What follows belongs to an exercise in optimizing a design on an open flow for small area, a short achievable clock period and few clock cycles per item; a production flow would make more cautious choices. Function was checked by simulation only, so behaviour that the tests miss may differ from the original. No activity file was given, so power comes from the tool's default toggle rates.

## run A
==> flow/design.v (excerpt) <==
module pu_fabric #(
    parameter int BUS_STAGES = pu_pkg::BUS_STAGES_DEF,
    parameter int NEIGH_STAGES = pu_pkg::NEIGH_STAGES_DEF,
    parameter int WR_DEPTH = pu_pkg::WR_DEPTH_DEF,
    parameter int RD_DEPTH = pu_pkg::RD_DEPTH_DEF
) (
    input  wire logic             clk,
    input  wire logic             rstn,
    input  wire pu_pkg::pe_mask_t dest_valid,
    input  wire logic [pu_pkg::NUM_PE*pu_pkg::LOG_NUM_PE-1:0] dest_addr,
    input  wire logic [pu_pkg::NUM_PE*pu_pkg::DATA_LEN-1:0] dest_data,
    output pu_pkg::pe_mask_t      fifo_full,
    output pu_pkg::pe_mask_t      src_valid,
    output logic      [pu_pkg::NUM_PE*pu_pkg::DATA_LEN-1:0] src_data,
    input  wire pu_pkg::pe_mask_t src_rq,
    input  wire logic [pu_pkg::NUM_PE*pu_pkg::DATA_LEN-1:0] neigh_in,
    input  wire pu_pkg::pe_mask_t neigh_in_v,
    output logic      [pu_pkg::NUM_PE*pu_pkg::DATA_LEN-1:0] neigh_out,
    output pu_pkg::pe_mask_t      neigh_out_v,
    input  wire logic             start,
    input  wire logic             eoc,
    input  wire pu_pkg::pe_mask_t pe_eol,
    input  wire pu_pkg::pe_mask_t pe_eoi,
    output logic                  inst_eol,
    output logic                  eoi_pu
);
For scale: about 1900 cells after synthesis, about 340 flip-flops.
==> module bus_choice, before the edit <==
module bus_choice (
    input  wire logic             clk,
    input  wire logic             rstn,
    input  wire pu_pkg::pe_mask_t req,
    input  wire logic             src_rq,
    output pu_pkg::pe_addr_t      gidx,
    output logic                  src_valid
);
    localparam int NP = pu_pkg::NUM_PE;
    pu_pkg::pe_addr_t start;
    pu_pkg::pe_mask_t upper;
    pu_pkg::pe_mask_t hi;
    pu_pkg::pe_mask_t first_hi;
    pu_pkg::pe_mask_t first_all;
    pu_pkg::pe_mask_t gnt;
    pu_pkg::pe_addr_t gnt_idx;
    logic             below_hi;
    logic             below_all;
    logic             keep;
    always_comb begin
        start = gidx + 1'b1;
        for (int s = 0; s < NP; s++) begin
            upper[s] = (pu_pkg::pe_addr_t'(s) >= start);
        end
        hi = req & upper;
        below_hi = 1'b0;
        below_all = 1'b0;
        for (int s = 0; s < NP; s++) begin
            first_hi[s] = hi[s] && !below_hi;
            first_all[s] = req[s] && !below_all;
            below_hi = below_hi || hi[s];
            below_all = below_all || req[s];
        end
        gnt = below_hi ? first_hi : first_all;
        gnt_idx = '0;
        for (int s = 0; s < NP; s++) begin
            if (gnt[s]) gnt_idx = gnt_idx | pu_pkg::pe_addr_t'(s);
        end
        keep = src_valid && !src_rq;
    end
    always_ff @(posedge clk or negedge rstn) begin
        if (!rstn) begin
            gidx <= '0;
            src_valid <= 1'b0;
        end else begin
            if (!keep && below_all) begin
                gidx <= gnt_idx;
            end
            src_valid <= keep || below_all;
        end
    end
endmodule
==> module bus_dec, before the edit <==
module bus_dec (
    input  wire pu_pkg::pe_addr_t gidx,
    input  wire logic             src_valid,
    output pu_pkg::pe_mask_t      shown
);
    always_comb begin
        for (int s = 0; s < pu_pkg::NUM_PE; s++) begin
            shown[s] = src_valid && (gidx == pu_pkg::pe_addr_t'(s));
        end
    end
endmodule
==> module bus_arbiter, before the edit <==
module bus_arbiter (
    input  wire logic             clk,
    input  wire logic             rstn,
    input  wire pu_pkg::pe_mask_t dest_valid,
    input  wire logic [pu_pkg::NUM_PE*pu_pkg::LOG_NUM_PE-1:0] dest_addr,
    input  wire logic [pu_pkg::NUM_PE*pu_pkg::DATA_LEN-1:0]   dest_data,
    output pu_pkg::pe_mask_t      fifo_full,
    input  wire pu_pkg::pe_mask_t src_rq,
    output pu_pkg::pe_mask_t      src_valid,
    output logic [pu_pkg::NUM_PE*pu_pkg::DATA_LEN-1:0] src_data
);
    localparam int NP = pu_pkg::NUM_PE;
    localparam int AW = pu_pkg::LOG_NUM_PE;
    localparam int DL = pu_pkg::DATA_LEN;
    pu_pkg::pe_mask_t head_valid;
    logic [NP*AW-1:0] head_addr;
    logic [NP*DL-1:0] head_data;
    pu_pkg::pe_mask_t pop;
    pu_pkg::pe_mask_t grant    [NP];
    pu_pkg::pe_addr_t gidx     [NP];
    pu_pkg::pe_mask_t shown_by [NP];
    pu_pkg::pe_mask_t req      [NP];
    generate
        for (genvar s = 0; s < NP; s++) begin : gen_src
            bus_slave src_inst (
                .clk        (clk),
                .rstn       (rstn),
                .dest_valid (dest_valid[s]),
                .dest_addr  (dest_addr[s*AW +: AW]),
                .dest_data  (dest_data[s*DL +: DL]),
                .fifo_full  (fifo_full[s]),
                .head_valid (head_valid[s]),
                .head_addr  (head_addr[s*AW +: AW]),
                .head_data  (head_data[s*DL +: DL]),
                .shown      (shown_by[s]),
                .src_rq     (src_rq),
                .pop        (pop[s])
            );
        end
        for (genvar d = 0; d < NP; d++) begin : gen_dst
            bus_choice choice_inst (
                .clk       (clk),
                .rstn      (rstn),
                .req       (req[d]),
                .src_rq    (src_rq[d]),
                .gidx      (gidx[d]),
                .src_valid (src_valid[d])
            );
            bus_dec dec_inst (
                .gidx      (gidx[d]),
                .src_valid (src_valid[d]),
                .shown     (grant[d])
            );
            bus_mux mux_inst (
                .grant     (grant[d]),
                .head_data (head_data),
                .src_data  (src_data[d*DL +: DL])
            );
        end
    endgenerate
    pu_pkg::pe_mask_t granted;
    pu_pkg::pe_mask_t spec_free;
    pu_pkg::pe_mask_t spec_ok;
    always_comb begin
        granted = '0;
        for (int d = 0; d < NP; d++) begin
            for (int s = 0; s < NP; s++) begin
                shown_by[s][d] = grant[d][s];
            end
            granted = granted | grant[d];
        end
        spec_free = ~head_valid | granted;
        spec_ok = ~granted | pop;
        for (int d = 0; d < NP; d++) begin
            for (int s = 0; s < NP; s++) begin
                req[d][s] = spec_ok[s] && (spec_free[s]
                    ? (dest_valid[s] && (dest_addr[s*AW +: AW] == pu_pkg::pe_addr_t'(d)))
                    : (head_addr[s*AW +: AW] == pu_pkg::pe_addr_t'(d)));
            end
        end
    end
endmodule
clock: 6.5 ns
lec_check: 0
cap_margin: 20
core_margin: 2
core_utilization: 40
cts_buf_list: sky130_fd_sc_hd__clkbuf_4 sky130_fd_sc_hd__clkbuf_8
place_density: 0.45
setup_slack_margin: 3.1
slew_margin: 20
synth_hierarchical: 1
buffer_ports_args: -buffer_cell sky130_fd_sc_hd__buf_1
standard.sh (not shown) runs the stock make flow with config.mk's settings and CLKGATE_MAP_FILE= SYNTH_SCRIPT=/design/flow/synth_recipe.tcl, a recipe that flattens the netlist after the stock synthesis.
==> flow/flow/run.sh <==
#!/bin/bash
set -o pipefail
cp standard.sh standard_copy.txt 2>/dev/null
echo "export BUFFER_PORTS_ARGS = -buffer_cell sky130_fd_sc_hd__buf_1" >> config.mk
bash standard.sh > standard.log 2>&1
Tool error GRT-0232 stopped run A during global routing; no final results.
Testbench counts of run A, summed over its fixed seeds: cycles 881, words 4,096.
Modified inputs, run B compared to run A
--- a/flow/design.v
+++ b/flow/design.v
@@ -83,26 +83,33 @@
 module bus_choice (
     input  wire logic             clk,
     input  wire logic             rstn,
     input  wire pu_pkg::pe_mask_t req,
     input  wire logic             src_rq,
-    output pu_pkg::pe_addr_t      gidx,
+    output pu_pkg::pe_mask_t      grant,
     output logic                  src_valid
 );
     localparam int NP = pu_pkg::NUM_PE;
+    pu_pkg::pe_addr_t ptr;
     pu_pkg::pe_addr_t start;
+    pu_pkg::pe_addr_t after_grant;
+    always_comb begin
+        after_grant = '0;
+        for (int s = 0; s < NP; s++) begin
+            if (grant[(s + NP - 1) % NP]) after_grant = after_grant | pu_pkg::pe_addr_t'(s);
+        end
+        start = src_valid ? after_grant : ptr;
+    end
     pu_pkg::pe_mask_t upper;
     pu_pkg::pe_mask_t hi;
     pu_pkg::pe_mask_t first_hi;
     pu_pkg::pe_mask_t first_all;
     pu_pkg::pe_mask_t gnt;
-    pu_pkg::pe_addr_t gnt_idx;
     logic             below_hi;
     logic             below_all;
     logic             keep;
     always_comb begin
-        start = gidx + 1'b1;
         for (int s = 0; s < NP; s++) begin
             upper[s] = (pu_pkg::pe_addr_t'(s) >= start);
         end
         hi = req & upper;
         below_hi = 1'b0;
@@ -112,36 +119,24 @@
             first_all[s] = req[s] && !below_all;
             below_hi = below_hi || hi[s];
             below_all = below_all || req[s];
         end
         gnt = below_hi ? first_hi : first_all;
-        gnt_idx = '0;
-        for (int s = 0; s < NP; s++) begin
-            if (gnt[s]) gnt_idx = gnt_idx | pu_pkg::pe_addr_t'(s);
-        end
         keep = src_valid && !src_rq;
     end
     always_ff @(posedge clk or negedge rstn) begin
         if (!rstn) begin
-            gidx <= '0;
+            ptr <= '0;
             src_valid <= 1'b0;
         end else begin
-            if (!keep && below_all) begin
-                gidx <= gnt_idx;
-            end
+            ptr <= start;
             src_valid <= keep || below_all;
         end
     end
-endmodule
-module bus_dec (
-    input  wire pu_pkg::pe_addr_t gidx,
-    input  wire logic             src_valid,
-    output pu_pkg::pe_mask_t      shown
-);
-    always_comb begin
-        for (int s = 0; s < pu_pkg::NUM_PE; s++) begin
-            shown[s] = src_valid && (gidx == pu_pkg::pe_addr_t'(s));
+    always_ff @(posedge clk) begin
+        if (!keep) begin
+            grant <= gnt;
         end
     end
 endmodule
 module bus_mux (
     input  wire pu_pkg::pe_mask_t grant,
@@ -172,11 +167,10 @@
     pu_pkg::pe_mask_t head_valid;
     logic [NP*AW-1:0] head_addr;
     logic [NP*DL-1:0] head_data;
     pu_pkg::pe_mask_t pop;
     pu_pkg::pe_mask_t grant    [NP];
-    pu_pkg::pe_addr_t gidx     [NP];
     pu_pkg::pe_mask_t shown_by [NP];
     pu_pkg::pe_mask_t req      [NP];
     generate
         for (genvar s = 0; s < NP; s++) begin : gen_src
             bus_slave src_inst (
@@ -198,18 +192,13 @@
             bus_choice choice_inst (
                 .clk       (clk),
                 .rstn      (rstn),
                 .req       (req[d]),
                 .src_rq    (src_rq[d]),
-                .gidx      (gidx[d]),
+                .grant     (grant[d]),
                 .src_valid (src_valid[d])
             );
-            bus_dec dec_inst (
-                .gidx      (gidx[d]),
-                .src_valid (src_valid[d]),
-                .shown     (grant[d])
-            );
             bus_mux mux_inst (
                 .grant     (grant[d]),
                 .head_data (head_data),
                 .src_data  (src_data[d*DL +: DL])
             );
@@ -222,11 +211,11 @@
         granted = '0;
         for (int d = 0; d < NP; d++) begin
             for (int s = 0; s < NP; s++) begin
                 shown_by[s][d] = grant[d][s];
             end
-            granted = granted | grant[d];
+            granted = granted | (grant[d] & {NP{src_valid[d]}});
         end
         spec_free = ~head_valid | granted;
         spec_ok = ~granted | pop;
         for (int d = 0; d < NP; d++) begin
             for (int s = 0; s < NP; s++) begin
Notes after the runs:
Changes observed in run B relative to run A: horizontal die dimension has increased; number of nets produced by synthesis has increased; count of flip-flops with a built-in enable after synthesis has increased.
Number of placed cells counting well taps, run A and run B: larger value in run B
From run A to run B the numbers moved as follows: area fraction in and, or, nand and nor cells after synthesis has decreased; synthesized cell count higher; number of clock sinks picked up an extra 64.
Run A has a lower cell area after technology mapping than run B.
Every stage of the flow completed for run B, and the final layout passed the timing, design-rule and antenna checks.
Looking at run A and run B, the post-synthesis area per instance is a wash.
Diff run A and run B: deepest level of the CTS H-tree lower in run A
Fraction of registers with async set/reset down 8.8 points in run B wrt run A
For the arithmetic-cell share of the synthesized area counting full adders, half adders and majority gates, run B came in 1.4 points lower than run A did.
Testbench counts of run B, summed over its fixed seeds: cycles 887, words 4,096.

* * *

Setup of job 105:
Another version of the RTL of pu_fabric (not shown whole).
Size in the first run: about 2000 cells after synthesis, roughly 400 flip-flops, about 610 I/O pins, roughly 23000 um2 of cells after synthesis.
==> module bus_choice, before the edit <==
module bus_choice (
    input  wire logic             clk,
    input  wire logic             rstn,
    input  wire pu_pkg::pe_mask_t req,
    input  wire logic             src_rq,
    output pu_pkg::pe_mask_t      grant,
    output logic                  src_valid
);
    localparam int NP = pu_pkg::NUM_PE;
    pu_pkg::pe_addr_t ptr;
    pu_pkg::pe_addr_t start;
    pu_pkg::pe_addr_t after_grant;
    always_comb begin
        after_grant = '0;
        for (int s = 0; s < NP; s++) begin
            if (grant[(s + NP - 1) % NP]) after_grant = after_grant | pu_pkg::pe_addr_t'(s);
        end
        start = src_valid ? after_grant : ptr;
    end
    pu_pkg::pe_mask_t upper;
    pu_pkg::pe_mask_t hi;
    pu_pkg::pe_mask_t first_hi;
    pu_pkg::pe_mask_t first_all;
    pu_pkg::pe_mask_t gnt;
    logic             below_hi;
    logic             below_all;
    logic             keep;
    always_comb begin
        for (int s = 0; s < NP; s++) begin
            upper[s] = (pu_pkg::pe_addr_t'(s) >= start);
        end
        hi = req & upper;
        below_hi = 1'b0;
        below_all = 1'b0;
        for (int s = 0; s < NP; s++) begin
            first_hi[s] = hi[s] && !below_hi;
            first_all[s] = req[s] && !below_all;
            below_hi = below_hi || hi[s];
            below_all = below_all || req[s];
        end
        gnt = below_hi ? first_hi : first_all;
        keep = src_valid && !src_rq;
    end
    always_ff @(posedge clk or negedge rstn) begin
        if (!rstn) begin
            ptr <= '0;
            src_valid <= 1'b0;
        end else begin
            ptr <= start;
            src_valid <= keep || below_all;
        end
    end
    always_ff @(posedge clk) begin
        if (!keep) begin
            grant <= gnt;
        end
    end
endmodule
export LEC_CHECK = 0
export CAP_MARGIN = 20
export CORE_MARGIN = 2
export CORE_UTILIZATION = 40
export CTS_BUF_LIST = sky130_fd_sc_hd__clkbuf_8 sky130_fd_sc_hd__clkbuf_16
export CTS_CLUSTER_DIAMETER = 80
export CTS_CLUSTER_SIZE = 30
export PLACE_DENSITY = 0.45
export SETUP_SLACK_MARGIN = 3.15
export SLEW_MARGIN = 20
export SYNTH_HIERARCHICAL = 1
export BUFFER_PORTS_ARGS = -buffer_cell sky130_fd_sc_hd__buf_1
create_clock -name core_clock -period 6.5 [get_ports {clk}]
Scripts as last shown in full above: flow/flow/run.sh
Testbench counts of job 105, summed over its fixed seeds: cycles 887, words 4,096.
Changes in job 104 relative to job 105:
-- flow/design.v --
<<< job 105, line 81
`timescale 1ns/1ps
`default_nettype none
module bus_choice (
    input  wire logic             clk,
>>> job 104, line 81
`timescale 1ns/1ps
`default_nettype none
module bus_order (
    input  wire pu_pkg::pe_mask_t grant,
    input  wire logic             src_valid,
    input  wire pu_pkg::pe_addr_t ptr,
    output pu_pkg::pe_addr_t      start,
    output pu_pkg::pe_mask_t      upper
);
    pu_pkg::pe_addr_t after_grant;
    always_comb begin
        after_grant = '0;
        for (int s = 0; s < pu_pkg::NUM_PE; s++) begin
            if (grant[(s + pu_pkg::NUM_PE - 1) % pu_pkg::NUM_PE]) after_grant = after_grant | pu_pkg::pe_addr_t'(s);
        end
        start = src_valid ? after_grant : ptr;
        for (int s = 0; s < pu_pkg::NUM_PE; s++) begin
            upper[s] = (pu_pkg::pe_addr_t'(s) >= start);
        end
    end
endmodule
module bus_choice (
    input  wire logic             clk,
<<< job 105, line 92
    pu_pkg::pe_addr_t ptr;
    pu_pkg::pe_addr_t start;
    pu_pkg::pe_addr_t after_grant;
    always_comb begin
        after_grant = '0;
        for (int s = 0; s < NP; s++) begin
            if (grant[(s + NP - 1) % NP]) after_grant = after_grant | pu_pkg::pe_addr_t'(s);
        end
        start = src_valid ? after_grant : ptr;
    end
    pu_pkg::pe_mask_t upper;
    pu_pkg::pe_mask_t hi;
    pu_pkg::pe_mask_t first_hi;
>>> job 104, line 111
    pu_pkg::pe_addr_t ptr;
    pu_pkg::pe_addr_t start;
    pu_pkg::pe_mask_t upper;
    bus_order order_inst (
        .grant     (grant),
        .src_valid (src_valid),
        .ptr       (ptr),
        .start     (start),
        .upper     (upper)
    );
    pu_pkg::pe_mask_t hi;
    pu_pkg::pe_mask_t first_hi;
<<< job 105, line 109
    logic             keep;
    always_comb begin
        for (int s = 0; s < NP; s++) begin
            upper[s] = (pu_pkg::pe_addr_t'(s) >= start);
        end
        hi = req & upper;
        below_hi = 1'b0;
>>> job 104, line 127
    logic             keep;
    always_comb begin
        hi = req & upper;
        below_hi = 1'b0;
Results
When job 104 is set beside job 105, its length of routed wiring on met1 turns out to be 3.2% smaller.
Status: via count parity (job 105, job 104)
Total power, job 105 and job 104, lower one = job 104.
Between job 105 and job 104, the fraction of power consumed by the clock network figures differ only marginally.
Per the final summary, job 104 finished and its layout is clean on timing, DRC and antenna.
Diff job 105 -> job 104: maximum achievable frequency rose 2.9 MHz, well tap count dropped about 1.2%.
Sort job 105 and job 104 by number of clock buffers in the layout asc -> top: job 105
Diff job 105..job 104 | post-route cell area | negligible
Area added between synthesis and finish: job 104 vs job 105 up 1.3 points
Job 104 does better than job 105 on worst setup slack.
Relative to job 105, the actual slew at the worst max-slew pin of job 104 is higher by 0.028 ns.
Testbench counts of job 104, summed over its fixed seeds: cycles 887, words 4,096.

static timing again, ports no longer ideal:
In the flow no input, the clock included, has a driving cell. The finished layouts below were timed again as built, in two steps. Step 1 (the two cells are an assumption about what drives the block):
set clk [get_ports {clk}]
set_driving_cell -lib_cell sky130_fd_sc_hd__clkbuf_16 $clk
set_driving_cell -lib_cell sky130_fd_sc_hd__buf_2 [delete_from_list [all_inputs] $clk]
Step 2, shift: input delay + t, output delay - t, t = (earliest + latest rising clock arrival at the registers) / 2. This alone moves slack from input paths to output paths. Three values: ideal, step 1, step 2; two values: the first two.
run | shift t [ns] | setup slack, ns | hold WS [ns] | worst slew at a driven data input, ns | cell pins on the clock port's net
run B | 0.716 | 2.957 / 2.895 / 2.443 | 0.565 / 0.565 / 0.565 | 0.20 | 1
job 105 | 0.671 | 3.025 / 2.927 / 2.326 | 0.565 / 0.565 / 0.565 | 0.18 | 1
job 104 | 0.678 | 3.060 / 2.961 / 2.467 | 0.568 / 0.568 / 0.568 | 0.21 | 1
After both steps setup and hold are still met in every run listed. For job 105, which loses most, drivers alone change the setup slack by -0.098 ns; drivers and shift together by -0.699 ns.
